What follows belongs to an exercise in optimizing a design on an open flow for small area, a short achievable clock period and few clock cycles per item; a production flow would make more cautious choices. The RTL was checked by simulation tests, not by an equivalence proof against the original design. No activity file was given, so power comes from the tool's default toggle rates.

--- design/flow/config.mk ---
export PLATFORM = sky130hd
export DESIGN_NAME = packet_timestamp_interpolator
export DESIGN_NICKNAME = packet_timestamp_interpolator
export VERILOG_FILES = /design/flow/design.v
export SDC_FILE = /design/flow/constraint.sdc
export NUM_CORES = 4
export LEC_CHECK = 0
export CAP_MARGIN = 35
export CORE_MARGIN = 2
export CORE_UTILIZATION = 40
export SETUP_SLACK_MARGIN = 4.5
export SLEW_MARGIN = 35
export TNS_END_PERCENT = 100
--- design/flow/constraint.sdc ---
create_clock -name core_clock -period 8.0 [get_ports {clk}]
set_input_delay 1.6000 -clock core_clock [delete_from_list [all_inputs] [get_ports {clk}]]
set_output_delay 1.6000 -clock core_clock [all_outputs]
set_load 0.01 [all_outputs]
--- design/flow/design.v ---
`timescale 1ns / 1ps
module pti_unit
(
    input  logic        clk,
    input  logic        rst_n,
    input  logic        load,
    input  logic [16:0] ld_x,
    input  logic [16:0] ld_q,
    input  logic [16:0] ld_d1,
    input  logic [18:0] ld_d3,
    input  logic [3:0]  ld_cnt,
    input  logic        ld_rc,
    input  logic        take,         
    output logic        can_load,
    output logic        busy,
    output logic        rr_v,
    output logic        rr_rc,
    output logic [16:0] rr_ra,
    output logic [16:0] rr_qa
);
    logic        v, rc;
    logic [16:0] x, qq, d1;
    logic [18:0] d3;
    logic [3:0]  cnt;
    logic        fin, done_ok;
    logic [16:0] s1;
    logic [17:0] s2;
    logic [18:0] s3;
    logic        c1, c2, c3;
    logic [16:0] xn;
    logic [1:0]  dig;
    pti_add #(17) u_c1 (.a (x),                 .b (~d1),          .cin (1'b1), .s (s1), .cout (c1));
    pti_add #(18) u_c2 (.a ({1'b0, x}),         .b (~{d1, 1'b0}),  .cin (1'b1), .s (s2), .cout (c2));
    pti_add #(19) u_c3 (.a ({2'b00, x}),        .b (~d3),          .cin (1'b1), .s (s3), .cout (c3));
    assign dig = {c2, c3 | (c1 & !c2)};
    assign xn  = c3 ? s3[16:0] : (c2 ? s2[16:0] : (c1 ? s1 : x));
    assign fin      = v && (cnt <= 4'd1);
    assign done_ok  = fin && (!rr_v || take);
    assign can_load = !v || done_ok;
    assign busy     = v;
    always_ff @(posedge clk or negedge rst_n)
    begin
        if (!rst_n)
        begin
            v    <= 1'b0;
            rr_v <= 1'b0;
        end
        else
        begin
            if (load)
                v <= 1'b1;
            else if (done_ok)
                v <= 1'b0;
            if (done_ok)
                rr_v <= 1'b1;
            else if (take)
                rr_v <= 1'b0;
        end
    end
    always_ff @(posedge clk)
    begin
        if (load)
        begin
            rc  <= ld_rc;
            d1  <= ld_d1;
            d3  <= ld_d3;
            x   <= ld_x;
            qq  <= ld_q;
            cnt <= ld_cnt;
        end
        else if (v && !fin)
        begin
            x   <= xn;
            qq  <= {qq[14:0], dig};
            d1  <= {2'b00, d1[16:2]};
            d3  <= {2'b00, d3[18:2]};
            cnt <= cnt - 4'd1;
        end
        if (done_ok)
        begin
            rr_rc <= rc;
            if (cnt == 4'd0)
            begin
                rr_ra <= x;
                rr_qa <= qq;
            end
            else
            begin
                rr_ra <= xn;
                rr_qa <= {qq[14:0], dig};
            end
        end
    end
endmodule
`timescale 1ns / 1ps
module pti_add #(parameter int W = 8)
(
    input  logic [W-1:0] a,
    input  logic [W-1:0] b,
    input  logic         cin,
    output logic [W-1:0] s,
    output logic         cout
);
    localparam int N = W + 1;
    localparam int L = $clog2(N);
    logic [(L+1)*N-1:0] g, p;
    assign g[N-1:0] = {a & b, cin};
    assign p[N-1:0] = {a ^ b, 1'b0};
    for (genvar l = 0; l < L; l++)
    begin : lvl
        for (genvar i = 0; i < N; i++)
        begin : pos
            if (((i >> l) & 1) == 1)
            begin : comb
                localparam int J = ((i >> l) << l) - 1;
                assign g[(l+1)*N+i] = g[l*N+i] | (p[l*N+i] & g[l*N+J]);
                assign p[(l+1)*N+i] = p[l*N+i] & p[l*N+J];
            end
            else
            begin : pass
                assign g[(l+1)*N+i] = g[l*N+i];
                assign p[(l+1)*N+i] = p[l*N+i];
            end
        end
    end
    assign s    = p[W:1] ^ g[L*N+W-1:L*N];
    assign cout = g[L*N+W];
endmodule
`timescale 1ns / 1ps
module packet_timestamp_interpolator
(
    input  logic         clk,
    input  logic         rst_n,
    input  logic         cfg_valid,
    output logic         cfg_ready,
    input  logic [1:0]   cfg_index,
    input  logic [63:0]  cfg_data,
    input  logic         in_valid,
    output logic         in_ready,
    input  logic [15:0]  packet_length,
    input  logic [63:0]  cycle_count,
    output logic         out_valid,
    input  logic         out_ready,
    output logic [63:0]  timestamp,
    output logic         recalibrated
);
    function automatic [4:0] bitlen17(input [16:0] v);
        integer i;
        begin
            bitlen17 = 5'd0;
            for (i = 0; i < 17; i = i + 1)
                if (v[i]) bitlen17 = 5'(i + 1);
        end
    endfunction
    function automatic [4:0] bitlen23(input [22:0] v);
        integer i;
        begin
            bitlen23 = 5'd0;
            for (i = 0; i < 23; i = i + 1)
                if (v[i]) bitlen23 = 5'(i + 1);
        end
    endfunction
    localparam int W_IDLE = 0,
                   W_SUB  = 1,    
                   W_MUL  = 2,    
                   W_DIV  = 3,    
                   W_NOW  = 4,    
                   W_UPD  = 5,    
                   W_E    = 6,    
                   W_LT   = 7,    
                   W_SDIV = 8,    
                   W_SFIN = 9,    
                   W_SF2  = 10;   
    localparam int NW = 11;
    assign cfg_ready = 1'b1;
    logic [33:0] tick;
    logic [63:0] base_cycles, base_time, anchor;
    logic [6:0]  items;
    logic [22:0] bytes, speed, qs, r;
    logic        qc;                   
    logic [4:0]  bls;                  
    logic [35:0] m3;                   
    logic        ib0_v, ib1_v, ib0_w, ib1_w, ib0_rc, ib1_rc, ib_full;
    logic [16:0] ib0_add, ib1_add;
    logic [4:0]  ib0_bla, ib1_bla;
    logic [2:0]  dsel, csel;
    logic        ua_can, ub_can, uc_can, ua_busy, ub_busy, uc_busy;
    logic        ua_rv, ub_rv, uc_rv, ua_rc, ub_rc, uc_rc;
    logic [16:0] ua_ra, ub_ra, uc_ra, ua_qa, ub_qa, uc_qa;
    logic        ua_load, ub_load, uc_load, ua_take, ub_take, uc_take;
    logic        rr_v, rr_rc;
    logic [16:0] rr_ra, rr_qa;
    logic [1:0]  qcnt;
    logic [22:0] e0_q, e1_q;
    logic        e0_c, e1_c, e0_rc, e1_rc;
    logic        ov, o_rc;
    logic [63:0] ts;
    logic [NW-1:0] st;
    logic [81:0] wn;
    logic [33:0] wr, dv;
    logic [6:0]  wcnt;
    logic        keep, big, nb, zin;    
    logic accept, is_cal;
    logic rr_cons, s2_load, pop;
    assign is_cal     = (items == 7'd64);
    assign rr_v       = (csel[0] && ua_rv) || (csel[1] && ub_rv) || (csel[2] && uc_rv);
    assign rr_rc      = (csel[0] && ua_rc) || (csel[1] && ub_rc) || (csel[2] && uc_rc);
    assign rr_ra      = ({17{csel[0]}} & ua_ra) | ({17{csel[1]}} & ub_ra) | ({17{csel[2]}} & uc_ra);
    assign rr_qa      = ({17{csel[0]}} & ua_qa) | ({17{csel[1]}} & ub_qa) | ({17{csel[2]}} & uc_qa);
    assign rr_cons    = rr_v && (qcnt != 2'd2);
    assign ua_take    = rr_cons && csel[0];
    assign ub_take    = rr_cons && csel[1];
    assign uc_take    = rr_cons && csel[2];
    assign ua_load    = ib0_v && !ib0_w && dsel[0] && ua_can;
    assign ub_load    = ib0_v && !ib0_w && dsel[1] && ub_can;
    assign uc_load    = ib0_v && !ib0_w && dsel[2] && uc_can;
    assign s2_load    = ua_load || ub_load || uc_load;
    assign in_ready   = !ib_full;
    assign accept     = in_valid && !ib_full;
    assign pop        = (qcnt != 2'd0) && (!ov || out_ready);
    logic [16:0] in_add;
    logic [22:0] bytes_add;
    pti_add #(17) u_inadd (.a ({1'b0, packet_length}), .b (17'd24), .cin (1'b0), .s (in_add), .cout ());
    pti_add #(23) u_bytes (.a (bytes), .b ({6'd0, ib0_add}), .cin (1'b0), .s (bytes_add), .cout ());
    logic [4:0]  ld_j;
    logic [3:0]  ld_k;
    logic        ld_fast1, ld_fast0;
    logic [39:0] ld_sh1;
    logic [41:0] ld_sh3;
    logic [16:0] ld_x, ld_q;
    logic [3:0]  ld_cnt;
    assign ld_fast1 = (bls == 5'd1);
    assign ld_fast0 = (ib0_bla < bls);
    assign ld_j     = ib0_bla - bls;
    assign ld_k     = {ld_j[3:1], 1'b0};
    assign ld_sh1   = {17'd0, speed} << ld_k;
    assign ld_sh3   = {17'd0, m3[24:0]} << ld_k;
    assign ld_x     = ld_fast1 ? 17'd0 : ib0_add;
    assign ld_q     = ld_fast1 ? ib0_add : 17'd0;
    assign ld_cnt   = (ld_fast1 || ld_fast0) ? 4'd0 : ({1'b0, ld_j[3:1]} + 4'd1);
    pti_unit u_a
    (
        .clk (clk), .rst_n (rst_n), .load (ua_load),
        .ld_x (ld_x), .ld_q (ld_q), .ld_d1 (ld_sh1[16:0]), .ld_d3 (ld_sh3[18:0]),
        .ld_cnt (ld_cnt), .ld_rc (ib0_rc),
        .take (ua_take), .can_load (ua_can), .busy (ua_busy),
        .rr_v (ua_rv), .rr_rc (ua_rc), .rr_ra (ua_ra), .rr_qa (ua_qa)
    );
    pti_unit u_b
    (
        .clk (clk), .rst_n (rst_n), .load (ub_load),
        .ld_x (ld_x), .ld_q (ld_q), .ld_d1 (ld_sh1[16:0]), .ld_d3 (ld_sh3[18:0]),
        .ld_cnt (ld_cnt), .ld_rc (ib0_rc),
        .take (ub_take), .can_load (ub_can), .busy (ub_busy),
        .rr_v (ub_rv), .rr_rc (ub_rc), .rr_ra (ub_ra), .rr_qa (ub_qa)
    );
    pti_unit u_c
    (
        .clk (clk), .rst_n (rst_n), .load (uc_load),
        .ld_x (ld_x), .ld_q (ld_q), .ld_d1 (ld_sh1[16:0]), .ld_d3 (ld_sh3[18:0]),
        .ld_cnt (ld_cnt), .ld_rc (ib0_rc),
        .take (uc_take), .can_load (uc_can), .busy (uc_busy),
        .rr_v (uc_rv), .rr_rc (uc_rc), .rr_ra (uc_ra), .rr_qa (uc_qa)
    );
    logic [23:0] s3_t, s3_a, s3_b, s3_cc, s3_x, s3_y;
    logic [24:0] s3_t2;
    logic        s3_c;
    logic [22:0] s3_q;
    logic [16:0] s3_qa;
    assign s3_a  = {1'b0, r};
    assign s3_b  = {7'd0, rr_ra};
    assign s3_cc = ~{1'b0, speed};
    assign s3_x  = s3_a ^ s3_b ^ s3_cc;
    assign s3_y  = (s3_a & s3_b) | (s3_a & s3_cc) | (s3_b & s3_cc);
    pti_add #(24) u_s3t  (.a (s3_a), .b (s3_b), .cin (1'b0), .s (s3_t), .cout ());
    pti_add #(25) u_s3t2 (.a ({1'b0, s3_x}), .b ({s3_y, 1'b0}), .cin (1'b1), .s (s3_t2), .cout ());
    assign s3_c  = s3_t2[24];
    assign s3_qa = st[W_E] ? 17'd0 : rr_qa;
    pti_add #(23) u_s3q  (.a (qs), .b ({6'd0, s3_qa}), .cin (qc), .s (s3_q), .cout ());
    logic [63:0] ts_sum;
    pti_add #(64) u_ts (.a (anchor), .b ({41'd0, e0_q}), .cin (e0_c), .s (ts_sum), .cout ());
    logic [81:0] wa_b, wa_s;
    logic        wa_cin;
    assign wa_b   = ({82{st[W_SUB]}} & {17'h1ffff, ~base_cycles, 1'b1})
                  | ({82{st[W_MUL]}} & {wn[79:0], 2'b00})
                  | ({82{st[W_NOW]}} & {18'd0, base_time})
                  | ({82{st[W_E]}}   & {18'h3ffff, ~anchor});
    assign wa_cin = st[W_SUB] || st[W_E];
    pti_add #(82) u_wa (.a (wn), .b (wa_b), .cin (wa_cin), .s (wa_s), .cout ());
    logic [22:0] new_speed, speed_next, e_div;
    logic [33:0] m3_x;
    logic [35:0] m3_s;
    assign new_speed  = (wn[22:0] == 23'd0) ? 23'd1 : wn[22:0];
    assign speed_next = keep ? speed : new_speed;
    assign big        = (wr != 34'd0) || (dv[6:0] != 7'd0);
    assign e_div      = big ? 23'd1 : r;
    assign m3_x       = st[W_MUL] ? tick : {11'd0, (st[W_LT] ? e_div : speed)};
    pti_add #(36) u_m3 (.a ({2'b00, m3_x}), .b ({1'b0, m3_x, 1'b0}), .cin (1'b0), .s (m3_s), .cout ());
    logic [33:0] dv_sm;
    logic        skip, wdone;
    logic        b1, b2, wc1, wc2, wc3;
    logic [35:0] wr4, ws1, ws2, ws3, wrn;
    always_comb
    begin
        dv_sm[33] = dv[33];
        for (int i = 32; i >= 0; i--)
            dv_sm[i] = dv_sm[i+1] | dv[i];
    end
    assign skip = (wcnt >= (st[W_DIV] ? 7'd14 : 7'd8))
                  && ((dv_sm[8] && ((wr & ~{9'd0, dv_sm[33:9]}) == 34'd0))
                      || (dv_sm[0] && wr == 34'd0 && wn[81:74] == 8'd0));
    assign wdone = skip ? (wcnt == 7'd8) : (wcnt == 7'd2);
    assign b1  = !zin && wn[81];
    assign b2  = !zin && wn[80];
    assign wr4 = {wr, b1, b2};
    pti_add #(36) u_w1 (.a (wr4), .b (~{2'b00, dv}),       .cin (1'b1), .s (ws1), .cout (wc1));
    pti_add #(36) u_w2 (.a (wr4), .b (~{1'b0, dv, 1'b0}),  .cin (1'b1), .s (ws2), .cout (wc2));
    pti_add #(36) u_w3 (.a (wr4), .b (~m3),                .cin (1'b1), .s (ws3), .cout (wc3));
    assign wrn = wc3 ? ws3 : (wc2 ? ws2 : (wc1 ? ws1 : wr4));
    logic       mul_last;
    assign mul_last = st[W_MUL] && (wcnt == 7'd1) && ib0_v && ib0_w;
    logic [6:0] wcnt_dn;
    assign wcnt_dn = wcnt - (skip ? 7'd8 : 7'd2);
    logic [63:0] ela;
    assign ela = wa_s[63:0];
    logic        upd_go, lo_c, ovf, q_ge_r, q_lt_e, est_lt;
    assign upd_go = st[W_UPD] && ib0_v && ib0_w && !ua_busy && !ub_busy && !uc_busy && !ua_rv && !ub_rv && !uc_rv && (qcnt == 2'd0);
    pti_add #(23) u_ovf (.a (anchor[22:0]), .b (qs), .cin (1'b0), .s (), .cout (lo_c));
    pti_add #(23) u_qge (.a (qs), .b (~r), .cin (1'b1), .s (), .cout (q_ge_r));
    assign ovf    = lo_c && (&anchor[63:23]);
    assign q_lt_e = big || !q_ge_r;
    assign est_lt = (nb != ovf) ? q_lt_e : nb;
    always_ff @(posedge clk or negedge rst_n)
    begin
        if (!rst_n)
        begin
            tick        <= 34'd1000000000;
            base_cycles <= '0;
            base_time   <= '0;
            anchor      <= '0;
            items       <= '0;
            bytes       <= '0;
            speed       <= 23'd1250;
            bls         <= 5'd11;
            m3          <= 36'd3750;
            qs          <= '0;
            qc          <= 1'b0;
            r           <= '0;
            ib0_v       <= 1'b0;
            ib1_v       <= 1'b0;
            ib_full     <= 1'b0;
            dsel        <= 3'b001;
            csel        <= 3'b001;
            qcnt        <= '0;
            ov          <= 1'b0;
            st          <= NW'(1);
        end
        else
        begin
            if (cfg_valid)
            begin
                case (cfg_index)
                    2'd0: tick        <= cfg_data[33:0];
                    2'd1: base_cycles <= cfg_data;
                    2'd2: base_time   <= cfg_data;
                    default: ;
                endcase
            end
            if (cfg_valid && cfg_index == 2'd2)
                anchor <= cfg_data;
            else if (st[W_LT] && est_lt)
                anchor <= wn[63:0];
            if (accept)
                items <= is_cal ? 7'd1 : items + 7'd1;
            case ({accept, s2_load})
                2'b10:
                begin
                    ib0_v   <= 1'b1;
                    ib1_v   <= ib0_v;
                    ib_full <= ib0_v;
                end
                2'b01:
                begin
                    ib0_v   <= ib1_v;
                    ib1_v   <= 1'b0;
                    ib_full <= 1'b0;
                end
                default: ;
            endcase
            if (st[W_SFIN])
                bytes <= '0;
            else if (s2_load)
                bytes <= bytes_add;
            if (s2_load)
                dsel <= {dsel[1:0], dsel[2]};
            if (rr_cons)
                csel <= {csel[1:0], csel[2]};
            if (st[W_SFIN])
            begin
                qs <= '0;
                qc <= 1'b0;
                r  <= '0;
            end
            else if (st[W_E])
            begin
                qs <= s3_q;
                qc <= 1'b0;
                r  <= ela[22:0];
            end
            else if (rr_cons)
            begin
                qs <= s3_q;
                qc <= s3_c;
                r  <= s3_c ? s3_t2[22:0] : s3_t[22:0];
            end
            if (mul_last || st[W_LT] || st[W_SF2])
                m3 <= m3_s;
            case ({rr_cons, pop})
                2'b10:   qcnt <= qcnt + 2'd1;
                2'b01:   qcnt <= qcnt - 2'd1;
                default: ;
            endcase
            if (pop)
                ov <= 1'b1;
            else if (out_ready)
                ov <= 1'b0;
            if (st[W_IDLE] && accept && is_cal) st <= NW'(1) << W_SUB;
            if (st[W_SUB])                      st <= NW'(1) << W_MUL;
            if (mul_last)                       st <= NW'(1) << W_DIV;
            if (st[W_DIV] && wdone)             st <= NW'(1) << W_NOW;
            if (st[W_NOW])                      st <= NW'(1) << W_UPD;
            if (upd_go)                         st <= NW'(1) << W_E;
            if (st[W_E])                        st <= NW'(1) << W_LT;
            if (st[W_LT])                       st <= NW'(1) << W_SDIV;
            if (st[W_SDIV] && wdone)            st <= NW'(1) << W_SFIN;
            if (st[W_SFIN])                     st <= NW'(1) << W_SF2;
            if (st[W_SF2])                      st <= NW'(1) << W_IDLE;
            if (st[W_SFIN])
            begin
                speed <= speed_next;
                bls   <= bitlen23(speed_next);
            end
        end
    end
    always_ff @(posedge clk)
    begin
        if (accept && (!ib0_v || (s2_load && !ib1_v)))
        begin
            ib0_add <= in_add;
            ib0_bla <= bitlen17(in_add);
            ib0_rc  <= is_cal;
            ib0_w   <= is_cal;
        end
        else if (s2_load)
        begin
            ib0_add <= ib1_add;
            ib0_bla <= ib1_bla;
            ib0_rc  <= ib1_rc;
            ib0_w   <= ib1_w;
        end
        else if (st[W_SF2])
            ib0_w   <= 1'b0;
        if (accept && ib0_v && !(s2_load && !ib1_v))
        begin
            ib1_add <= in_add;
            ib1_bla <= bitlen17(in_add);
            ib1_rc  <= is_cal;
            ib1_w   <= is_cal;
        end
        if (rr_cons && (qcnt == 2'd0 || (qcnt == 2'd1 && pop)))
        begin
            e0_q  <= s3_q;
            e0_c  <= s3_c;
            e0_rc <= rr_rc;
        end
        else if (pop)
        begin
            e0_q  <= e1_q;
            e0_c  <= e1_c;
            e0_rc <= e1_rc;
        end
        if (rr_cons && qcnt == 2'd1 && !pop)
        begin
            e1_q  <= s3_q;
            e1_c  <= s3_c;
            e1_rc <= rr_rc;
        end
        if (pop)
        begin
            ts   <= ts_sum;
            o_rc <= e0_rc;
        end
        if (st[W_IDLE] && accept && is_cal)
            wn <= {17'd0, cycle_count, 1'b0};
        if (st[W_SUB])
        begin
            wn   <= {17'd0, wa_s[64:0]};
            wcnt <= 7'd7;
            dv   <= tick;
        end
        if (st[W_MUL] && (wcnt != 7'd1 || mul_last))
        begin
            wn   <= wa_s;
            wcnt <= (wcnt == 7'd1) ? 7'd88 : wcnt - 7'd1;
            wr   <= '0;
            zin  <= 1'b0;
        end
        if (st[W_DIV] || st[W_SDIV])
        begin
            if (skip)
            begin
                wr <= {wr[25:0], wn[81:74]};
                wn <= {wn[73:0], 8'd0};
            end
            else
            begin
                wr <= wrn[33:0];
                wn <= {wn[79:0], wc2, wc3 | (wc1 & !wc2)};
            end
            wcnt <= wcnt_dn;
            zin  <= st[W_DIV] && (wcnt_dn <= 7'd6);
        end
        if (st[W_NOW])
            wn <= {18'd0, wa_s[63:0]};
        if (st[W_E])
        begin
            wr      <= ela[56:23];
            dv[6:0] <= ela[63:57];
            nb      <= !wa_s[64];
        end
        if (st[W_LT])
        begin
            keep <= !big && (r == 23'd0);
            wn   <= big ? 82'd0 : {1'b0, bytes, 58'd0};
            wr   <= '0;
            wcnt <= 7'd24;
            dv   <= {11'd0, e_div};
            zin  <= 1'b0;
        end
    end
    assign out_valid    = ov;
    assign timestamp    = ts;
    assign recalibrated = o_rc;
endmodule
--- design/flow/run.sh ---
#!/bin/bash
# synth_recipe.tcl (not shown) runs the flow's synth.tcl, then flattens the netlist and writes it again
# the make line also repeats each setting of config.mk as NAME=value (left out here)
make -C /OpenROAD-flow-scripts/flow DESIGN_CONFIG=/design/flow/config.mk WORK_HOME=/design/flow/orfs CLKGATE_MAP_FILE= SYNTH_SCRIPT=/design/flow/synth_recipe.tcl finish
==> flow_summary.ini, run 1 <==
[synth]
synth_seq_cells = 1047
synth_cells = 7792
ys_warn_count = 2
ys.flop_type = edfxtp_1
syn_avg_cell_area_um2 = 9.21
synth_async_sr_flop_share_pct = 37.7
synth_fp_nets = 8593
ys_seq_area_share_pct = 40.4
synthDistinctLibCells = 97
synth_area_um2 = 71800
synth_edf_count = 599

[floorplan]
pin_count = 219
core_um2 = 178000
die_y_um = 428
die_x_um = 428
start_util_pct = 40.2
dieArea_um2 = 183000
rows = 155

[cts]
cts-root-buf = clkbuf_16
clockBufferDepth = 3
insertion_delay_ps = 820
cts_tree = done
clkSinkCount = 1047
path_clk_slew_ps = 60
cts_buffers = 130
htree_levels = 4
hold_buffers = 0

[timing]
slew_violations = 0
fin_setup_tns_ps = 0
period_minus_slack_ps = 5250
skew_ps = 45.4
rsz0062_at_grt = true
setup_violations = 0
hold_viol = 0
maxSlewHeadroom_pct = 29.4
fmax_mhz = 191
tightestPinTransition_ps = 1060
post-route-period-util_pct = 65.6

[pwr]
power.density_nw_per_um2 = 138
max-vdd-ir-drop_mv = 0.193
p_leak_nw = 41.4

[detailed_routing]
vias = 69600
drc = 0
drtAntennaViolNets = 0
vias_per_cell = 6.26
wl_per_cell_um = 29.5
firstDrtPassIters = 7
drt_iter0_drc = 9436
routed_wl_um = 328000

[worst_setup_path]
r2r_slack_ps = 2750
endpoint_kind = flip-flop
crit_end = m3[31]
worstPathMaxFanout = 3
cp.required_ps = 8670
r2r-end = m3[31]
setup.worst_path.start = wr[19]
cp-start-kind = flip-flop
reg2regPathDepth = 25
critical_path_class = flip-flop to flip-flop
worst_ep_arrival_time_ps = 5920
r2r_start = wr[19]

[global_route]
track_usage_pct = 34.0
grt_pass1_wl_um = 457000
grt_max_degree = 138
grt_pass1_vias = 66100
antenna_found_initial = 15
grt-ovfl-total = 0

[run]
drv_cap = 0

[layout]
final_nets = 9457
layout-drive-gt1-share_pct = 27.8
fillers = 15200
area_delta_synth_final_pct = 36.3
final_util_pct = 54.8

[status]
status = complete, no violations

[place]
gp_congestion = 1.02
io_buffer_count = 217
hpwl_um = 215000

[worst_hold_path]
whs_path_depth = 0
hold_path_class = flip-flop to flip-flop
hold_start = u_a.rc
cell families (layout without fill, tap and decap cells):
logic type               after synthesis  in the layout  synth area share (%)
AND/OR/NAND/NOR                     2434           2449                  14.7
AO/OA/AOI/OAI                       2133           2133                  19.4
flip-flops                          1047           1047                  40.4
buffers and inverters                913           1869                  4.81
adder cells (fa/ha/maj)              650            650                  12.4
XOR/XNOR                             391            391                  4.77
multiplexers                         223            223                  3.59
other                                  1             10               0.00523
per-stage QoR:
| stage | cell area (um2) | hold WS (ps) | instances | power (mW) | setup WS [ps] |
|---|---|---|---|---|---|
| 2_1_floorplan | 73000 | 400 | 7792 | 6.69 | 3320 |
| 3_3_place_gp | 77500 | 408 | 10100 | 7.13 | 1330 |
| 3_5_place_dp | 77700 | 410 | 10100 | 7.15 | 1440 |
| 4_1_cts | 92600 | 428 | 10900 | 13.4 | 2790 |
| 5_1_grt | 97800 | 437 | 11100 | 13.8 | 2600 |
| 6_report | 97800 | 425 | 11100 | 13.5 | 2750 |
worst min-delay path by stage:
stage / to
floorplan: o_rc
global placement: u_a.rr_rc
detailed placement: u_a.rr_rc
CTS: u_a.rr_rc
global route: u_a.rr_rc
finish: u_a.rr_rc
timing repair:
| action | CTS | global route |
|---|---|---|
| endpoints found under the hold margin | 0 | 0 |
| cloned | 57 | 11 |
| endpoints found under the setup margin | 739 | 687 |
| setup buffers | 466 | 237 |
| resized for setup | 1211 | 660 |
| pin swaps | 483 | 452 |
Yosys cell counts (all sizes together) (92+ instances only):
cell / number / area share [%]
a211oi: 149 / 1.6
a21o: 132 / 1.4
a21oi: 497 / 3.5
clkbuf: 320 / 1.7
dfrtp: 364 / 13
edfxtp: 599 / 25
fa: 99 / 2.8
ha: 551 / 9.6
inv: 532 / 2.8
mux2: 115 / 1.8
mux2i: 92 / 1.3
nand2: 1155 / 6.0
nand3: 115 / 0.80
nor2: 606 / 3.2
nor3: 181 / 1.3
o21ai: 601 / 4.2
xnor2: 226 / 2.8
xor2: 165 / 2.0
per-layer routing:
layer | GRT usage, % | vias up | part of all wire [%] | routed length, um
met4 | 22.6 | 8 | 8.4 | 27400
met5 | 0 | - | 0.013 | 44
met1 | 44.5 | 34100 | 38 | 125000
met2 | 50.7 | 4473 | 43 | 140000
met3 | 7.38 | 1205 | 11 | 35700
li1 | - | 29900 | - | -
layout make-up:
cell class | count | area (um2) | area share, %
multi-input cells | 5847 | 47600 | 48.7
clock inverters | 66 | 707 | 0.723
inverters | 533 | 2080 | 2.12
flip-flops and latches | 1047 | 29100 | 29.7
clock buffers | 173 | 3590 | 3.67
repair buffers | 1095 | 11800 | 12.0
diodes | 9 | 22.5 | 0.0230
well taps | 2355 | 2950 | 3.01
repair inverters | 2 | 10.0 | 0.0102
layout by cell type (no fill, tap or decap), types with 83 or more instances in the layout:
| cell type | n |
|---|---|
| o21ai_1 | 103 |
| xor2_1 | 141 |
| a21o_1 | 129 |
| nand2_1 | 1079 |
| nor2_1 | 522 |
| buf_4 | 503 |
| clkdlybuf4s50_1 | 215 |
| ha_1 | 470 |
| mux2_2 | 109 |
| buf_6 | 232 |
| mux2i_1 | 83 |
| nand3_1 | 83 |
| a211oi_2 | 85 |
| edfxtp_1 | 599 |
| clkbuf_16 | 141 |
| nor3_1 | 108 |
| dfrtp_1 | 344 |
| a21oi_1 | 335 |
| xnor2_1 | 174 |
| inv_1 | 500 |
| a21oi_2 | 120 |
| o21ai_0 | 397 |
sequential cells by signal (all words and copies together), names as in the netlist, 19 cells and up:
signal       flops
wn              82
anchor          64
base_cycles     64
base_time       64
ts              64
m3              36
dv              34
tick            34
wr              34
bytes           23
e0_q            23
e1_q            23
qs              23
r               23
speed           23
u_a.d3          19
u_b.d3          19
u_c.d3          19
worst max-delay path, stage by stage, from the launching register on:
cell	delay (ps)
dfxtp_4	370
nor4_4	280
nand4_1	230
nor3_4	320
and2_4	250
buf_6	100
buf_6	90
buf_6	90
nand3_2	70
a21boi_2	190
o21ai_2	170
ha_2	200
inv_2	40
fa_2	360
nor2b_1	120
o21a_1	190
o21ai_2	90
a21oi_2	200
o2111ai_4	200
and3_4	240
or2_4	250
o311ai_4	310
and2_4	190
fa_2	420
nand2_1	70
o21ai_1	60
where the power goes:
group          internal, mW  total, mW  switching [mW]
Combinational         0.492       1.03           0.535
Clock                  3.54       6.18            2.64
Sequential             5.96       6.26           0.303
Total                  9.99       13.5            3.48
Testbench counts, summed over its fixed seeds: cycles 4,239, items 2,560.
==> run 2, diff against run 1 <==
--- a/design/flow/config.mk
+++ b/design/flow/config.mk
@@ -8,6 +8,6 @@
 export CAP_MARGIN = 35
 export CORE_MARGIN = 2
 export CORE_UTILIZATION = 40
-export SETUP_SLACK_MARGIN = 4.5
+export SETUP_SLACK_MARGIN = 2.5
 export SLEW_MARGIN = 35
 export TNS_END_PERCENT = 100
==> flow_summary.ini, run 2 <==
[status]
status = complete, no violations

[cts]
cts_buffers = 121
clkSinkCount = 1047
path_clk_slew_ps = 70
clockBufferDepth = 3
cts-root-buf = clkbuf_16
insertion_delay_ps = 810
cts_tree = done
htree_levels = 3

[global_route]
use_met3_pct = 5.42
grt-busiest-layer = met2
grt-ovfl-total = 0
grt_max_degree = 137
grt_pass1_vias = 60400
grt_use_met2_pct = 48.0
grt_pass1_wl_um = 414000
gr-usage-met1_pct = 40.4
track_usage_pct = 30.7
antenna_found_initial = 9

[detailed_routing]
vias_per_cell = 6.07
drt_iter0_drc = 7238
routed_wl_um = 287000
drc = 0
firstDrtPassIters = 10
wl_per_cell_um = 27.6
vias = 63000
drtAntennaViolNets = 0

[pwr]
p_leak_nw = 35.1
netSwitchingPower_mw = 3.25
max-vdd-ir-drop_mv = 0.198
power.density_nw_per_um2 = 160
p_sw_share_pct = 24.8
p_int_mw = 9.84
pwr-share-comb_pct = 6.2
p_clk_share_pct = 46.4
p_seq_share_pct = 47.4

[timing]
skew_ps = 50.5
hold_viol = 0
fmax_mhz = 182
rsz0062_at_grt = true
tightestPinTransition_ps = 1040
setup_ws_ps = 2500
maxSlewHeadroom_pct = 30.0
fin_setup_tns_ps = 0
post-route-period-util_pct = 68.8
setup_violations = 0
slew_violations = 0
period_minus_slack_ps = 5500

[worst_setup_path]
worst_ep_arrival_time_ps = 6160
worst-path-buf-inv = 2
endpoint_kind = flip-flop
r2r_slack_ps = 2500
cp-start-kind = flip-flop
worstPathMaxFanout = 8
critical_path_class = flip-flop to flip-flop
crit_slowest_cell = fa_1
path_delay_family = simple AND/OR/NAND/NOR gates
crit_chain = nor4_2 -> nand4_1 -> nor3_1 -> buf_4 -> and2_4 -> inv_2 -> nor2_4 -> a22oi_1 -> o21ai_2 -> ha_4 -> a21o_1 -> a221o_1 -> a221o_1 -> or3_4 -> o2111ai_4 -> and3_4 -> or2_4 -> o311ai_4 -> and2_4 -> fa_1 -> xor2_1 -> nand2_1 -> o21ai_0
cp.required_ps = 8650
max_stage_delay_ps = 420

[synth]
syn_avg_cell_area_um2 = 9.21
synthDistinctLibCells = 97
synth_top_area_cell = edfxtp_1
synth_cells = 7792
synth-compound-area-share_pct = 19.4
muxShareOfSynthArea_pct = 3.59
synth_fp_nets = 8593
ys_seq_area_share_pct = 40.4
netlist.area_leader.share_pct = 25.1
yosysMostFrequentCell = nand2_1
synthXorXnorAreaFrac_pct = 4.77
synth_top_family_by_area = compound AO/OA/AOI/OAI gates
ys_warn_count = 2
synth_edf_count = 599
synth_adder_area_share_pct = 12.4
synth_area_um2 = 71800
synth_async_sr_flop_share_pct = 37.7
synth_seq_cells = 1047
yosys.area_share.simple_pct = 14.7
ys.flop_type = edfxtp_1
synth.cells.most_frequent = nand2_1, nor2_1, edfxtp_1
yosys-top-cells-area = edfxtp_1, dfrtp_1, ha_1

[floorplan]
die_y_um = 428
rows = 155
core_um2 = 178000
start_util_pct = 40.2
pin_count = 219
die_x_um = 428
dieArea_um2 = 183000

[layout]
layout-drive-gt1-share_pct = 8.43
largest_reg_flops = 82
most-common-layout-cells = nand2_1, edfxtp_1, nor2_1, o21ai_0, ha_1
largest_register = wn
final_cell_area_um2 = 81800
final_common_cell = nand2_1
final_nets = 8709
final_cells = 10400
area_delta_synth_final_pct = 14.0
fillers = 17100

[run]
drv_cap = 0

[place]
pre_cts_ws_ps = 1430
io_buffer_count = 217
hpwl_um = 213000
dp_cells = 10100
placed_area_um2 = 76800
gp_congestion = 1.02

[worst_hold_path]
hold_path_class = flip-flop to flip-flop
## run 2: repair_timing
| action | in CTS | in global routing |
|---|---|---|
| setup buffers | 12 | 17 |
| hold buffers | 0 | 0 |
| pin swaps | 11 | 18 |
| endpoints found under the setup margin | 69 | 85 |
| gates resized for setup | 37 | 55 |
## run 2: metal layers
| metal | share of wire, % | wire, um |
|---|---|---|
| met1 | 41 | 117000 |
| met2 | 45 | 128000 |
| met3 | 8.2 | 23600 |
| met4 | 6.5 | 18600 |
| met5 | 0.0094 | 27 |
## run 2: through the flow
step | power, mW | hold WS [ps] | util, %
after detailed placement | 7.12 | 407 | 43.0
after CTS | 13.1 | 423 | 45.6
after floorplan | 6.69 | 400 | -
after global routing | 13.5 | 433 | 45.8
final | 13.1 | 424 | 45.8
after global placement | 7.10 | 407 | 43.0
## run 2: cell families (layout without fill, tap and decap cells)
kind of cell,Yosys count,count (layout)
adder cells (fa/ha/maj),650,650
flip-flops,1047,1047
other,1,10
buffers and inverters,913,1137
multiplexers,223,223
AND/OR/NAND/NOR,2434,2434
AO/OA/AOI/OAI,2133,2133
XOR/XNOR,391,391
## run 2: cell type report
class,instances,area (um2),share of cell area (%)
diodes,9,22.5,0.0275
clock buffers,156,3380,4.13
clock inverters,75,901,1.10
inverters,533,2010,2.45
multi-input cells,5832,39900,48.9
flip-flops and latches,1047,29000,35.5
well taps,2355,2950,3.60
repair buffers,373,3540,4.33
## run 2: power by group through the flow
stage	logic (mW)	clock network [mW]	registers, mW
floorplan	0.499	0	6.19
global placement	0.788	0	6.31
detailed placement	0.806	0	6.31
CTS	0.811	6.13	6.21
global route	0.899	6.33	6.23
finish	0.806	6.07	6.21
## run 2: path summary, 6_finish.rpt
kind | from | endpoint | cells past startpoint
min | u_a.rc | u_a.rr_rc | 0
max reg2reg | wr[6] | m3[32] | 23
min reg2reg | u_a.rc | u_a.rr_rc | 0
max in group asynchronous | rst_n | csel[1] | 2
max | wr[6] | m3[32] | 23
min in group asynchronous | rst_n | base_time[40] | 1
==> run 3, diff against run 2 <==
--- a/design/flow/design.v
+++ b/design/flow/design.v
@@ -170,8 +170,9 @@
                    W_LT   = 7,    
                    W_SDIV = 8,    
                    W_SFIN = 9,    
-                   W_SF2  = 10;   
-    localparam int NW = 11;
+                   W_SF2  = 10,   
+                   W_M3   = 11;   
+    localparam int NW = 12;
     assign cfg_ready = 1'b1;
     logic [33:0] tick;
     logic [63:0] base_cycles, base_time, anchor;
@@ -188,8 +189,10 @@
     logic        ua_rv, ub_rv, uc_rv, ua_rc, ub_rc, uc_rc;
     logic [16:0] ua_ra, ub_ra, uc_ra, ua_qa, ub_qa, uc_qa;
     logic        ua_load, ub_load, uc_load, ua_take, ub_take, uc_take;
-    logic        rr_v, rr_rc;
+    logic        rr_v, rr_rc, hl;
     logic [16:0] rr_ra, rr_qa;
+    logic        h_v, h_rc;
+    logic [16:0] h_ra, h_qa;
     logic [1:0]  qcnt;
     logic [22:0] e0_q, e1_q;
     logic        e0_c, e1_c, e0_rc, e1_rc;
@@ -207,10 +210,11 @@
     assign rr_rc      = (csel[0] && ua_rc) || (csel[1] && ub_rc) || (csel[2] && uc_rc);
     assign rr_ra      = ({17{csel[0]}} & ua_ra) | ({17{csel[1]}} & ub_ra) | ({17{csel[2]}} & uc_ra);
     assign rr_qa      = ({17{csel[0]}} & ua_qa) | ({17{csel[1]}} & ub_qa) | ({17{csel[2]}} & uc_qa);
-    assign rr_cons    = rr_v && (qcnt != 2'd2);
-    assign ua_take    = rr_cons && csel[0];
-    assign ub_take    = rr_cons && csel[1];
-    assign uc_take    = rr_cons && csel[2];
+    assign rr_cons    = h_v && (qcnt != 2'd2);
+    assign hl         = rr_v && (!h_v || rr_cons);
+    assign ua_take    = hl && csel[0];
+    assign ub_take    = hl && csel[1];
+    assign uc_take    = hl && csel[2];
     assign ua_load    = ib0_v && !ib0_w && dsel[0] && ua_can;
     assign ub_load    = ib0_v && !ib0_w && dsel[1] && ub_can;
     assign uc_load    = ib0_v && !ib0_w && dsel[2] && uc_can;
@@ -268,14 +272,14 @@
     logic [22:0] s3_q;
     logic [16:0] s3_qa;
     assign s3_a  = {1'b0, r};
-    assign s3_b  = {7'd0, rr_ra};
+    assign s3_b  = {7'd0, h_ra};
     assign s3_cc = ~{1'b0, speed};
     assign s3_x  = s3_a ^ s3_b ^ s3_cc;
     assign s3_y  = (s3_a & s3_b) | (s3_a & s3_cc) | (s3_b & s3_cc);
     pti_add #(24) u_s3t  (.a (s3_a), .b (s3_b), .cin (1'b0), .s (s3_t), .cout ());
     pti_add #(25) u_s3t2 (.a ({1'b0, s3_x}), .b ({s3_y, 1'b0}), .cin (1'b1), .s (s3_t2), .cout ());
     assign s3_c  = s3_t2[24];
-    assign s3_qa = st[W_E] ? 17'd0 : rr_qa;
+    assign s3_qa = st[W_E] ? 17'd0 : h_qa;
     pti_add #(23) u_s3q  (.a (qs), .b ({6'd0, s3_qa}), .cin (qc), .s (s3_q), .cout ());
     logic [63:0] ts_sum;
     pti_add #(64) u_ts (.a (anchor), .b ({41'd0, e0_q}), .cin (e0_c), .s (ts_sum), .cout ());
@@ -294,7 +298,7 @@
     assign speed_next = keep ? speed : new_speed;
     assign big        = (wr != 34'd0) || (dv[6:0] != 7'd0);
     assign e_div      = big ? 23'd1 : r;
-    assign m3_x       = st[W_MUL] ? tick : {11'd0, (st[W_LT] ? e_div : speed)};
+    assign m3_x       = st[W_MUL] ? tick : (st[W_M3] ? dv : {11'd0, speed});
     pti_add #(36) u_m3 (.a ({2'b00, m3_x}), .b ({1'b0, m3_x, 1'b0}), .cin (1'b0), .s (m3_s), .cout ());
     logic [33:0] dv_sm;
     logic        skip, wdone;
@@ -324,7 +328,7 @@
     logic [63:0] ela;
     assign ela = wa_s[63:0];
     logic        upd_go, lo_c, ovf, q_ge_r, q_lt_e, est_lt;
-    assign upd_go = st[W_UPD] && ib0_v && ib0_w && !ua_busy && !ub_busy && !uc_busy && !ua_rv && !ub_rv && !uc_rv && (qcnt == 2'd0);
+    assign upd_go = st[W_UPD] && ib0_v && ib0_w && !ua_busy && !ub_busy && !uc_busy && !ua_rv && !ub_rv && !uc_rv && !h_v && (qcnt == 2'd0);
     pti_add #(23) u_ovf (.a (anchor[22:0]), .b (qs), .cin (1'b0), .s (), .cout (lo_c));
     pti_add #(23) u_qge (.a (qs), .b (~r), .cin (1'b1), .s (), .cout (q_ge_r));
     assign ovf    = lo_c && (&anchor[63:23]);
@@ -351,6 +355,7 @@
             ib_full     <= 1'b0;
             dsel        <= 3'b001;
             csel        <= 3'b001;
+            h_v         <= 1'b0;
             qcnt        <= '0;
             ov          <= 1'b0;
             st          <= NW'(1);
@@ -393,8 +398,12 @@
                 bytes <= bytes_add;
             if (s2_load)
                 dsel <= {dsel[1:0], dsel[2]};
-            if (rr_cons)
+            if (hl)
                 csel <= {csel[1:0], csel[2]};
+            if (hl)
+                h_v <= 1'b1;
+            else if (rr_cons)
+                h_v <= 1'b0;
             if (st[W_SFIN])
             begin
                 qs <= '0;
@@ -413,7 +422,7 @@
                 qc <= s3_c;
                 r  <= s3_c ? s3_t2[22:0] : s3_t[22:0];
             end
-            if (mul_last || st[W_LT] || st[W_SF2])
+            if (mul_last || st[W_M3] || st[W_SF2])
                 m3 <= m3_s;
             case ({rr_cons, pop})
                 2'b10:   qcnt <= qcnt + 2'd1;
@@ -431,7 +440,8 @@
             if (st[W_NOW])                      st <= NW'(1) << W_UPD;
             if (upd_go)                         st <= NW'(1) << W_E;
             if (st[W_E])                        st <= NW'(1) << W_LT;
-            if (st[W_LT])                       st <= NW'(1) << W_SDIV;
+            if (st[W_LT])                       st <= NW'(1) << W_M3;
+            if (st[W_M3])                       st <= NW'(1) << W_SDIV;
             if (st[W_SDIV] && wdone)            st <= NW'(1) << W_SFIN;
             if (st[W_SFIN])                     st <= NW'(1) << W_SF2;
             if (st[W_SF2])                      st <= NW'(1) << W_IDLE;
@@ -467,11 +477,17 @@
             ib1_rc  <= is_cal;
             ib1_w   <= is_cal;
         end
+        if (hl)
+        begin
+            h_ra <= rr_ra;
+            h_qa <= rr_qa;
+            h_rc <= rr_rc;
+        end
         if (rr_cons && (qcnt == 2'd0 || (qcnt == 2'd1 && pop)))
         begin
             e0_q  <= s3_q;
             e0_c  <= s3_c;
-            e0_rc <= rr_rc;
+            e0_rc <= h_rc;
         end
         else if (pop)
         begin
@@ -483,7 +499,7 @@
         begin
             e1_q  <= s3_q;
             e1_c  <= s3_c;
-            e1_rc <= rr_rc;
+            e1_rc <= h_rc;
         end
         if (pop)
         begin
==> flow_summary.ini, run 3 <==
[global_route]
grt_pass1_vias = 59800
antenna_found_initial = 13
grt-ovfl-total = 0
grt_max_degree = 129
grt_pass1_wl_um = 399000
track_usage_pct = 28.4

[layout]
largest_reg_flops = 82
largest_register = wn
final_util_pct = 45.5
most-common-layout-cells = nand2_1, edfxtp_1, ha_1, inv_1, o21ai_0
fillers = 17600
layout-drive-gt1-share_pct = 7.86
final_cells = 10600
final_nets = 8793
final_common_cell = nand2_1
area_delta_synth_final_pct = 12.9

[pwr]
max-vdd-ir-drop_mv = 0.205
power.density_nw_per_um2 = 161
power_mw = 13.4
p_leak_nw = 34.9

[synth]
synth_area_um2 = 73800
ys.flop_type = edfxtp_1
synth.cells.most_frequent = nand2_1, edfxtp_1, ha_1
synth_top_area_cell = edfxtp_1
synth_fp_nets = 8721
synth_async_sr_flop_share_pct = 36.6
synth_seq_cells = 1084
synthDistinctLibCells = 102
syn_avg_cell_area_um2 = 9.31
ys_seq_area_share_pct = 40.8
ys_warn_count = 2
yosysMostFrequentCell = nand2_1
netlist.area_leader.share_pct = 25.8
yosys-top-cells-area = edfxtp_1, dfrtp_1, ha_1
synth_cells = 7920
synth_edf_count = 634

[detailed_routing]
wl_per_cell_um = 25.7
drt_iter0_drc = 7979
drc = 0
vias = 63100
drtAntennaViolNets = 0
firstDrtPassIters = 6
vias_per_cell = 5.97
routed_wl_um = 272000

[worst_setup_path]
critical_path_class = flip-flop to flip-flop
crit_slowest_cell = nor2_1
worst_ep_arrival_time_ps = 6020
r2r_slack_ps = 2690
max_stage_delay_ps = 790
worstPathMaxFanout = 24
cp-start-kind = flip-flop
endpoint_kind = flip-flop
crit_chain = nand2b_1 -> inv_1 -> ha_1 -> nor2b_1 -> o21ai_0 -> a21boi_0 -> o21ai_1 -> a21oi_1 -> o2111ai_1 -> a211oi_2 -> o2111ai_1 -> a21oi_1 -> or2_1 -> buf_4 -> nor2_1 -> o211ai_1 -> a31oi_1
cp.required_ps = 8720

[place]
io_buffer_count = 217
hpwl_um = 198000
gp_congestion = 0.999
dp_cells = 10300

[floorplan]
pin_count = 219
core_um2 = 183000
die_y_um = 433
rows = 157
die_x_um = 433
start_util_pct = 40.3
dieArea_um2 = 188000

[cts]
clockBufferDepth = 3
path_clk_slew_ps = 70
htree_levels = 4
hold_buffers = 0
insertion_delay_ps = 800
cts_tree = done
cts-root-buf = clkbuf_16
clkSinkCount = 1084
cts_buffers = 134

[worst_hold_path]
hold_path_class = flip-flop to flip-flop

[timing]
hold_viol = 0
tightestPinTransition_ps = 1090
setup_violations = 0
slew_violations = 0
period_minus_slack_ps = 5310
fmax_mhz = 188
rsz0062_at_grt = true
skew_ps = 47.8
fin_setup_tns_ps = 0
maxSlewHeadroom_pct = 27.6
post-route-period-util_pct = 66.3

[status]
status = complete, no violations

[run]
drv_cap = 0
==> run 3: area by class of cell <==
type	count	area, um2	share of cell area (%)
multi-input cells	5881	40200	48.3
flip-flops and latches	1084	30100	36.1
clock buffers	171	3730	4.48
repair buffers	340	3190	3.83
well taps	2464	3080	3.70
inverters	551	2070	2.49
clock inverters	76	862	1.04
diodes	5	12.5	0.0150
==> run 3: power by group <==
group,switching [mW],total (mW),internal [mW]
clock,2.66,6.42,3.75
sequential,0.207,6.32,6.11
combinational,0.373,0.688,0.315
total,3.24,13.4,10.2
==> run 3: critical path, delay by kind of cell, from the launching register on <==
family | cells | cell delay (ps)
AO/OA/AOI/OAI | 10 | 2520
adder cells (fa/ha/maj) | 1 | 290
buffers and inverters | 2 | 470
flip-flops | 1 | 460
AND/OR/NAND/NOR | 4 | 1470
==> run 3: logic make-up (layout without fill, tap and decap cells) <==
logic type	Yosys count	in the layout	synth area share, %
flip-flops	1084	1084	40.8
AO/OA/AOI/OAI	2092	2092	18.9
buffers and inverters	955	1138	5.08
multiplexers	278	278	4.25
XOR/XNOR	373	373	4.43
other	1	6	0.00508
adder cells (fa/ha/maj)	650	650	12.0
AND/OR/NAND/NOR	2487	2487	14.6
==> run 3: final timing paths <==
check | start | end | cells after the start
max reg2reg | wn[81] | wr[6] | 17
min reg2reg | u_c.rc | u_c.rr_rc | 0
max | wn[81] | wr[6] | 17
max in group asynchronous | rst_n | qs[17] | 2
min | u_c.rc | u_c.rr_rc | 0
min in group asynchronous | rst_n | m3[28] | 1
==> run 3: layer usage <==
layer  vias up  part of all wire (%)  GRT usage [%]
met5         -                0.0044              0
met4         2                   4.6           11.4
met3       523                    10           6.22
met2      3096                    42           41.8
met1     30800                    43           40.4
li1      28600                     -              -
==> run 3: what timing repair did <==
item	in CTS	in global routing
resized for setup	2	7
setup buffers	3	2
pin swaps	1	0
endpoints found under the setup margin	13	17
gates cloned	0	0
==> run 3: stage by stage <==
stage                     hold slack [ps]  cell area [um2]  worst slack, ps
after floorplan                       400            73800             2980
after global placement                403            78400             2210
after detailed placement              408            78500             2140
after CTS                             421            83200             2510
after global routing                  427            83300             2490
final                                 420            83300             2690
Testbench counts of run 3, summed over its fixed seeds: cycles 4,279, items 2,560.
==> run 4, diff against run 3 <==
--- a/design/flow/config.mk
+++ b/design/flow/config.mk
@@ -8,6 +8,4 @@
 export CAP_MARGIN = 35
 export CORE_MARGIN = 2
 export CORE_UTILIZATION = 40
-export SETUP_SLACK_MARGIN = 2.5
 export SLEW_MARGIN = 35
-export TNS_END_PERCENT = 100
==> flow_summary.ini, run 4 <==
[status]
status = complete, no violations

[synth]
synthXorXnorAreaFrac_pct = 4.43
synth_cells = 7920
synth.cells.most_frequent = nand2_1, edfxtp_1, ha_1
synthDistinctLibCells = 102
yosys-top-cells-area = edfxtp_1, dfrtp_1, ha_1
netlist.area_leader.share_pct = 25.8
synth_top_family_by_area = compound AO/OA/AOI/OAI gates
synth-compound-area-share_pct = 18.9
ys_warn_count = 2
ys_seq_area_share_pct = 40.8
muxShareOfSynthArea_pct = 4.25
synth_area_um2 = 73800
synth_edf_count = 634
yosys.area_share.simple_pct = 14.6
synth_async_sr_flop_share_pct = 36.6
syn_avg_cell_area_um2 = 9.31
synth_seq_cells = 1084
synth_adder_area_share_pct = 12.0
synth_top_area_cell = edfxtp_1
ys.flop_type = edfxtp_1
yosysMostFrequentCell = nand2_1
synth_fp_nets = 8721

[floorplan]
pin_count = 219
die_y_um = 433
die_x_um = 433
dieArea_um2 = 188000
rows = 157
core_um2 = 183000
start_util_pct = 40.3

[timing]
hold_viol = 0
fmax_mhz = 165
setup_violations = 0
slew_violations = 0
skew_ps = 39.9
period_minus_slack_ps = 6070
whs_ps = 418
maxSlewHeadroom_pct = 33.5
setup_ws_ps = 1930
tightestPinTransition_ps = 997
post-route-period-util_pct = 75.9
rsz0062_at_grt = false
fin_setup_tns_ps = 0

[run]
drv_cap = 0

[worst_hold_path]
hold_path_class = flip-flop to flip-flop
hold_start = e0_rc
holdPathEnd = o_rc
whs_path_depth = 0

[worst_setup_path]
r2r_start = st[2]
crit_chain = buf_4 -> nand2_1 -> o21a_1 -> inv_1 -> ha_1 -> inv_1 -> fa_1 -> nor2b_1 -> o21ai_0 -> a21boi_1 -> o41a_1 -> a311oi_1 -> o21ai_1 -> nand3_1 -> a311oi_1 -> a31oi_1 -> a211o_1 -> o21bai_1 -> xnor2_1 -> a21oi_1
cp-start-kind = flip-flop
critical_path_class = flip-flop to flip-flop
worst-path-buf-inv = 3
endpoint_kind = flip-flop
reg2regPathDepth = 20
r2r_slack_ps = 1930
worstPathMaxFanout = 90
crit_slowest_cell = dfrtp_4
cp.required_ps = 8650
worst_ep_arrival_time_ps = 6730
max_stage_delay_ps = 970
path_delay_family = compound AO/OA/AOI/OAI gates
r2r-end = m3[34]

[pwr]
max-vdd-ir-drop_mv = 0.194
power.density_nw_per_um2 = 161
p_int_mw = 10.1
pwr-share-comb_pct = 5.2
p_sw_share_pct = 24.6
p_clk_share_pct = 47.4
p_seq_share_pct = 47.4
p_leak_nw = 34.8
netSwitchingPower_mw = 3.28
power_mw = 13.3

[detailed_routing]
drtAntennaViolNets = 0
drc = 0
routed_wl_um = 272000
drt_iter0_drc = 7307
vias_per_cell = 5.92
vias = 62500
firstDrtPassIters = 9
wl_per_cell_um = 25.7

[cts]
path_clk_slew_ps = 60
clockBufferDepth = 3
htree_levels = 4
cts_buffers = 134
post_cts_buffers = 0
ctsResizeCount = 0
clkSinkCount = 1084
cts-root-buf = clkbuf_16
hold_buffers = 0
insertion_delay_ps = 800
cts_tree = done

[layout]
most-common-layout-cells = nand2_1, edfxtp_1, ha_1, inv_1, o21ai_0
fillers = 17600
largest_reg_flops = 82
largest_register = wn
final_cell_area_um2 = 83100
final_util_pct = 45.4
final_nets = 8783
area_delta_synth_final_pct = 12.6
final_common_cell = nand2_1
layout-drive-gt1-share_pct = 7.68
final_cells = 10600

[place]
gp_congestion = 0.980
placed_area_um2 = 78500
hpwl_um = 200000
dp_cells = 10300
io_buffer_count = 217
pre_cts_ws_ps = 2020

[global_route]
track_usage_pct = 28.5
grt_pass1_wl_um = 399000
grt-ovfl-total = 0
grt_max_degree = 123
antenna_found_initial = 14
grt_pass1_vias = 59200
-- run 4: area by class of cell --
type / count / area [um2] / share of cell area, %
Inverter: 551 / 2070 / 2.49
Antenna cell: 8 / 20.0 / 0.0241
Timing Repair Buffer: 330 / 3110 / 3.75
Tap cell: 2464 / 3080 / 3.71
Clock buffer: 176 / 3690 / 4.45
Sequential cell: 1084 / 30100 / 36.2
Multi-Input combinational cell: 5881 / 40200 / 48.4
Clock inverter: 72 / 787 / 0.948
-- run 4: worst register-to-register path: stages (launching register included) --
cell,delay [ps]
dfrtp_4,970
buf_4,850
nand2_1,140
o21a_1,170
inv_1,70
ha_1,150
inv_1,60
fa_1,430
nor2b_1,110
o21ai_0,100
a21boi_1,230
o41a_1,240
a311oi_1,150
o21ai_1,540
nand3_1,280
a311oi_1,450
a31oi_1,210
a211o_1,340
o21bai_1,200
xnor2_1,150
a21oi_1,90
-- run 4: worst max path at each step --
stage | start | endpoint | cells after the start
after floorplan | out_ready | e1_c | 3
final | st[2] | m3[34] | 20
after detailed placement | st[2] | m3[34] | 20
after global routing | st[2] | m3[34] | 20
after CTS | st[2] | m3[34] | 20
after global placement | st[2] | m3[34] | 20
-- run 4: layer usage --
| layer | up-vias | global-route usage, % | share of wire, % |
|---|---|---|---|
| li1 | 28600 | - | - |
| met1 | 30600 | 40.5 | 44 |
| met3 | 448 | 6.81 | 9.9 |
| met2 | 2886 | 41.8 | 42 |
| met5 | - | 0 | 0.0096 |
| met4 | 4 | 10.3 | 3.9 |
-- run 4: cells by family (layout without fill, tap and decap cells) --
logic type / count (synthesis) / count (layout)
compound gates: 2092 / 2092
xor+xnor: 373 / 373
fa+ha+maj: 650 / 650
buf+inv: 955 / 1129
flops: 1084 / 1084
mux: 278 / 278
other cells: 1 / 9
simple gates: 2487 / 2487
-- run 4: power groups by stage --
stage / logic (mW) / registers, mW / clock network, mW
2_1_floorplan: 0.411 / 6.32 / 0
3_3_place_gp: 0.671 / 6.43 / 0
3_5_place_dp: 0.687 / 6.42 / 0
4_1_cts: 0.692 / 6.32 / 6.40
5_1_grt: 0.766 / 6.34 / 6.60
6_report: 0.693 / 6.33 / 6.31
==> run 5, diff against run 4 <==
--- a/design/flow/config.mk
+++ b/design/flow/config.mk
@@ -8,4 +8,6 @@
 export CAP_MARGIN = 35
 export CORE_MARGIN = 2
 export CORE_UTILIZATION = 40
+export SETUP_SLACK_MARGIN = 3.0
 export SLEW_MARGIN = 35
+export TNS_END_PERCENT = 100
==> flow_summary.ini, run 5 <==
[detailed_routing]
wl_per_cell_um = 25.8
routed_wl_um = 273000
vias = 62900
drc = 0
firstDrtPassIters = 7
vias_per_cell = 5.95
drtAntennaViolNets = 0
drt_iter0_drc = 7465

[worst_setup_path]
worst_ep_arrival_time_ps = 5600
cpMostUsedCell = a21oi_1
cp.required_ps = 8730
r2r_start = dv[10]
crit_slowest_cell = edfxtp_1
reg2regPathDepth = 16
max_stage_delay_ps = 640
crit_chain = inv_1 -> ha_1 -> nand4_1 -> nor2_1 -> nand3_1 -> a2111oi_1 -> o211ai_1 -> a21oi_1 -> a211oi_1 -> nor3_2 -> a31o_4 -> buf_4 -> a21oi_1 -> o31ai_1 -> a221oi_1 -> a311oi_1
critical_path_class = flip-flop to flip-flop
r2r-end = wr[17]
worstPathMaxFanout = 15
cp-start-kind = flip-flop
endpoint_kind = flip-flop
r2r_slack_ps = 3120

[layout]
final_common_cell = nand2_1
largest_register = wn
most-common-layout-cells = nand2_1, edfxtp_1, ha_1, inv_1, o21ai_0
area_delta_synth_final_pct = 13.4
fillers = 17600
largest_reg_flops = 82
final_nets = 8794
layout-drive-gt1-share_pct = 8.20

[timing]
setup_ws_ps = 3120
fin_setup_tns_ps = 0
period_minus_slack_ps = 4880
tightestPinTransition_ps = 1060
fmax_mhz = 205
maxSlewHeadroom_pct = 29.2
hold_viol = 0
slew_violations = 0
skew_ps = 46.7
setup_violations = 0
rsz0062_at_grt = true
post-route-period-util_pct = 61.0

[synth]
synth-compound-area-share_pct = 18.9
synth_fp_nets = 8721
yosys-top-cells-area = edfxtp_1, dfrtp_1, ha_1
synth_top_area_cell = edfxtp_1
synth_area_um2 = 73800
synthDistinctLibCells = 102
ys_seq_area_share_pct = 40.8
muxShareOfSynthArea_pct = 4.25
synth_seq_cells = 1084
yosysMostFrequentCell = nand2_1
syn_avg_cell_area_um2 = 9.31
synth_async_sr_flop_share_pct = 36.6
netlist.area_leader.share_pct = 25.8
yosys.area_share.simple_pct = 14.6
synthXorXnorAreaFrac_pct = 4.43
synth_edf_count = 634
ys.flop_type = edfxtp_1
ys_warn_count = 2
synth_adder_area_share_pct = 12.0
synth_cells = 7920
synth_top_family_by_area = compound AO/OA/AOI/OAI gates
synth.cells.most_frequent = nand2_1, edfxtp_1, ha_1

[global_route]
grt-ovfl-total = 0
antenna_found_initial = 6
track_usage_pct = 28.5
grt_max_degree = 147
grt_pass1_vias = 59700
grt_pass1_wl_um = 399000

[floorplan]
dieArea_um2 = 188000
die_y_um = 433
pin_count = 219
rows = 157
start_util_pct = 40.3
core_um2 = 183000
die_x_um = 433

[place]
io_buffer_count = 217
gp_congestion = 0.980
pre_cts_ws_ps = 1870
hpwl_um = 198000

[pwr]
power.density_nw_per_um2 = 161
p_leak_nw = 35.0
max-vdd-ir-drop_mv = 0.275

[cts]
insertion_delay_ps = 820
htree_levels = 4
clockBufferDepth = 3
path_clk_slew_ps = 60
cts-root-buf = clkbuf_16
cts_buffers = 133
clkSinkCount = 1084
hold_buffers = 0
cts_tree = done

[worst_hold_path]
hold_start = u_c.rc
whs_path_depth = 0
holdPathEnd = u_c.rr_rc
hold_path_class = flip-flop to flip-flop

[status]
status = complete, no violations

[run]
drv_cap = 0
==> run 5: cell counts after synthesis <==
No cell type changed its count.
==> run 5: where the power goes <==
part | internal (mW) | switching, mW
clock network | 3.78 | 2.66
logic | 0.319 | 0.375
registers | 6.11 | 0.225
total | 10.2 | 3.26
==> run 5: worst max-delay path by stage <==
stage | startpoint | end | slack [ps] | cells after the start
6_report | dv[10] | wr[17] | 3120 | 16
3_5_place_dp | st[1] | wn[64] | 1870 | 20
2_1_floorplan | st[1] | wn[64] | 3240 | 21
5_1_grt | st[1] | wn[64] | 2940 | 20
3_3_place_gp | st[2] | m3[34] | 2090 | 20
4_1_cts | st[1] | wn[64] | 2900 | 20
==> run 5: logic make-up (layout without fill, tap and decap cells) <==
family | after synthesis | in the layout
other cells | 1 | 7
xor+xnor | 373 | 373
simple gates | 2487 | 2487
mux | 278 | 278
flops | 1084 | 1084
compound gates | 2092 | 2093
fa+ha+maj | 650 | 650
buf+inv | 955 | 1134
==> run 5: routing by layer <==
metal	GRT usage, %	part of all wire (%)
met2	41.8	42
met3	6.32	10
met4	11.6	4.6
met1	40.4	43
met5	0	0.0037
==> run 5: cell type report <==
class	instances	area [um2]	share of cell area (%)
multi-input combinational	5882	40400	48.3
clock buffer	172	3690	4.41
inverter	551	2080	2.49
tap	2464	3080	3.69
timing repair buffer	341	3370	4.03
antenna	6	15.0	0.0180
sequential	1084	30100	36.0
clock inverter	70	908	1.09
==> run 5: stage by stage <==
step           util (%)  power [mW]  instances  cell area (um2)  hold slack (ps)
2_1_floorplan         -        6.73       7920            73800              400
3_3_place_gp       42.8        7.10      10300            78400              400
3_5_place_dp       42.9        7.12      10300            78500              406
4_1_cts            45.5        13.5      10600            83200              419
5_1_grt            45.7        13.8      10600            83600              431
6_report           45.7        13.5      10600            83600              418
==> run 5: worst max-delay path: cells and delay by family (launching register included) <==
kind / cells / cell delay, ps
AO/OA/AOI/OAI: 9 / 2380
adder cells (fa/ha/maj): 1 / 360
buffers and inverters: 2 / 440
flip-flops: 1 / 640
AND/OR/NAND/NOR: 4 / 980
==> run 5: what timing repair did <==
item                                    4_1_cts  5_1_grt
endpoints found under the setup margin      120      122
pin swaps                                     2        3
gates resized for setup                      16       38
setup buffers                                 5        5
cloned                                        0        1
==> run 6, diff against run 5 <==
--- a/design/flow/config.mk
+++ b/design/flow/config.mk
@@ -8,6 +8,6 @@
 export CAP_MARGIN = 35
 export CORE_MARGIN = 2
 export CORE_UTILIZATION = 40
-export SETUP_SLACK_MARGIN = 3.0
+export SETUP_SLACK_MARGIN = 3.7
 export SLEW_MARGIN = 35
 export TNS_END_PERCENT = 100
==> flow_summary.ini, run 6 <==
[status]
status = complete, no violations

[cts]
clkSinkCount = 1084
clockBufferDepth = 3
cts-root-buf = clkbuf_16
htree_levels = 4
cts_buffers = 134
insertion_delay_ps = 820
path_clk_slew_ps = 60
cts_tree = done

[layout]
multi_input_area_um2 = 42500
final_cells = 10800
seqCellArea_um2 = 30100
final_nets = 9027
fillers = 17100
final_common_cell = nand2_1
layout-drive-gt1-share_pct = 14.1
largest_reg_flops = 82
final_util_pct = 48.1
largest_register = wn
most-common-layout-cells = nand2_1, edfxtp_1, inv_1, ha_1, nor2_1
area_delta_synth_final_pct = 19.5

[detailed_routing]
routed_wl_um = 288000
vias_per_cell = 6.02
wl_per_cell_um = 26.7
drt_iter0_drc = 8623
vias = 65100
drtAntennaViolNets = 0
firstDrtPassIters = 8
drc = 0

[worst_setup_path]
cp.required_ps = 8530
cp-start-kind = flip-flop
critical_path_class = flip-flop to flip-flop
reg2regPathDepth = 21
endpoint_kind = flip-flop
worst_ep_arrival_time_ps = 5160
worstPathMaxFanout = 8

[pwr]
p_sw_share_pct = 24.7
p_seq_share_pct = 47.2
pwr-share-comb_pct = 5.4
power.density_nw_per_um2 = 152
p_leak_nw = 36.7
max-vdd-ir-drop_mv = 0.175
p_clk_share_pct = 47.4
p_int_mw = 10.1
power_mw = 13.4
netSwitchingPower_mw = 3.32

[synth]
ys_seq_area_share_pct = 40.8
yosys.area_share.simple_pct = 14.6
synthDistinctLibCells = 102
synth_top_family_by_area = compound AO/OA/AOI/OAI gates
yosysMostFrequentCell = nand2_1
syn_avg_cell_area_um2 = 9.31
synth_seq_cells = 1084
synth.cells.most_frequent = nand2_1, edfxtp_1, ha_1
yosys-top-cells-area = edfxtp_1, dfrtp_1, ha_1
synth_area_um2 = 73800
ys_warn_count = 2
synth_top_area_cell = edfxtp_1
synth-compound-area-share_pct = 18.9
ys.flop_type = edfxtp_1
synth_async_sr_flop_share_pct = 36.6
netlist.area_leader.share_pct = 25.8
synth_cells = 7920
synth_fp_nets = 8721
synth_adder_area_share_pct = 12.0
synthXorXnorAreaFrac_pct = 4.43
muxShareOfSynthArea_pct = 4.25
synth_edf_count = 634

[place]
hpwl_um = 199000
dp_cells = 10300
io_buffer_count = 217
gp_congestion = 1.00

[timing]
hold_viol = 0
fmax_mhz = 216
tightestPinTransition_ps = 1030
slew_violations = 0
post-route-period-util_pct = 57.8
skew_ps = 45.7
rsz0062_at_grt = true
setup_violations = 0
fin_setup_tns_ps = 0
maxSlewHeadroom_pct = 31.5
period_minus_slack_ps = 4620

[global_route]
antenna_found_initial = 14
track_usage_pct = 29.6
grt_pass1_vias = 61500
grt_max_degree = 110
grt_pass1_wl_um = 415000
grt-ovfl-total = 0

[floorplan]
core_um2 = 183000
rows = 157
die_y_um = 433
dieArea_um2 = 188000
pin_count = 219
die_x_um = 433
start_util_pct = 40.3

[run]
drv_cap = 0

[worst_hold_path]
hold_path_class = flip-flop to flip-flop
whs_path_depth = 0
[run 6: power groups by stage]
stage | combinational [mW] | clock (mW) | sequential, mW
after floorplan | 0.411 | 0 | 6.32
after global placement | 0.668 | 0 | 6.43
after detailed placement | 0.685 | 0 | 6.43
after CTS | 0.712 | 6.43 | 6.33
after global routing | 0.797 | 6.66 | 6.36
final | 0.726 | 6.36 | 6.35
[run 6: kinds of logic (layout without fill, tap and decap cells)]
logic type / after synthesis / after routing
and+or+nand+nor: 2487 / 2491
AOI/OAI and AO/OA: 2092 / 2096
DFF: 1084 / 1084
buffers and inverters: 955 / 1366
adders and majority gates: 650 / 650
xor gates and xnor gates: 373 / 373
muxes: 278 / 278
other: 1 / 9
[run 6: repair_timing]
action,in CTS,in global routing
buffers inserted,95,120
resized for setup,246,318
cloned,18,10
setup endpoints to repair,444,414
hold buffers,0,0
pin swaps,73,157
[run 6: path summary, 6_finish.rpt]
kind / startpoint / to / slack (ps)
max in group asynchronous: rst_n / base_cycles[11] / 5850
min in group asynchronous: rst_n / m3[28] / 730
max reg2reg: st[2] / wn[64] / 3380
min: u_a.rc / u_a.rr_rc / 420
min reg2reg: u_a.rc / u_a.rr_rc / 420
max: st[2] / wn[64] / 3380
[run 6: metal layers]
| layer | wire length [um] | global-route usage, % | up-vias | part of all wire, % |
|---|---|---|---|---|
| met2 | 124000 | 44.1 | 3334 | 43 |
| met3 | 29900 | 6.84 | 669 | 10 |
| li1 | - | - | 29100 | - |
| met4 | 15700 | 14.0 | 6 | 5.5 |
| met1 | 119000 | 40.7 | 31900 | 41 |
| met5 | 35 | 0 | - | 0.012 |
[run 6: layout make-up]
class	count	area share, %
multi-input combinational	5889	48.3
sequential	1084	34.2
clock buffer	184	4.23
clock inverter	65	0.885
timing repair inverter	2	0.0284
tap	2464	3.50
antenna	8	0.0227
inverter	551	2.38
timing repair buffer	564	6.51
[run 6: critical path: stages (launching register included)]
cell and delay [ps]:
dfrtp_4 560, buf_12 200, buf_6 130, nand2_1 50, o21ai_1 70, a221o_1 300, ha_4 240, a21oi_2 140
o21ai_2 110, a221oi_2 290, a21oi_1 120, o31a_1 300, a211oi_4 370, buf_4 190, a211oi_4 70, a21oi_2 230
nand2b_4 110, fa_2 390, xnor2_2 210, a21oi_2 80, o221ai_2 100, nand2_1 70
[run 6: per-stage QoR]
stage	hold slack (ps)	instance area, um2	setup slack (ps)
2_1_floorplan	400	73900	3700
3_3_place_gp	402	78500	2220
3_5_place_dp	408	78600	2170
4_1_cts	422	85500	3440
5_1_grt	439	88100	3320
6_report	421	88100	3380

what the ideal ports hide:
The flow's constraints put no driver on any port. The routed layouts listed below were extracted and timed again, unchanged, in two steps. Step 1 assumes that a clkbuf_16 drives the clock port and a buf_2 every other input. Step 2, shift: input delay + t, output delay - t, t = (earliest + latest rising clock arrival at the registers) / 2. This alone moves slack from input paths to output paths. a / b / c = ideal ports / drivers / drivers and shift; a / b = the first two.
| run | shift t [ns] | slack for setup (ns) | hold WS [ns] |
|---|---|---|---|
| run 1 | 0.878 | 2.754 / 2.754 / 2.754 | 0.425 / 0.425 / 0.425 |
| run 2 | 0.874 | 2.497 / 2.497 / 2.497 | 0.424 / 0.424 / 0.424 |
| run 3 | 0.868 | 2.694 / 2.694 / 2.694 | 0.420 / 0.420 / 0.420 |
| run 4 | 0.866 | 1.926 / 1.926 / 1.926 | 0.418 / 0.418 / 0.418 |
| run 5 | 0.877 | 3.123 / 3.123 / 3.123 | 0.418 / 0.418 / 0.418 |
| run 6 | 0.883 | 3.376 / 3.376 / 3.243 | 0.421 / 0.421 / 0.421 |
After both steps setup and hold are still met in every run listed. The setup slack of run 6, which loses most, moves by 0.000 ns with the drivers and by -0.133 ns with both steps.
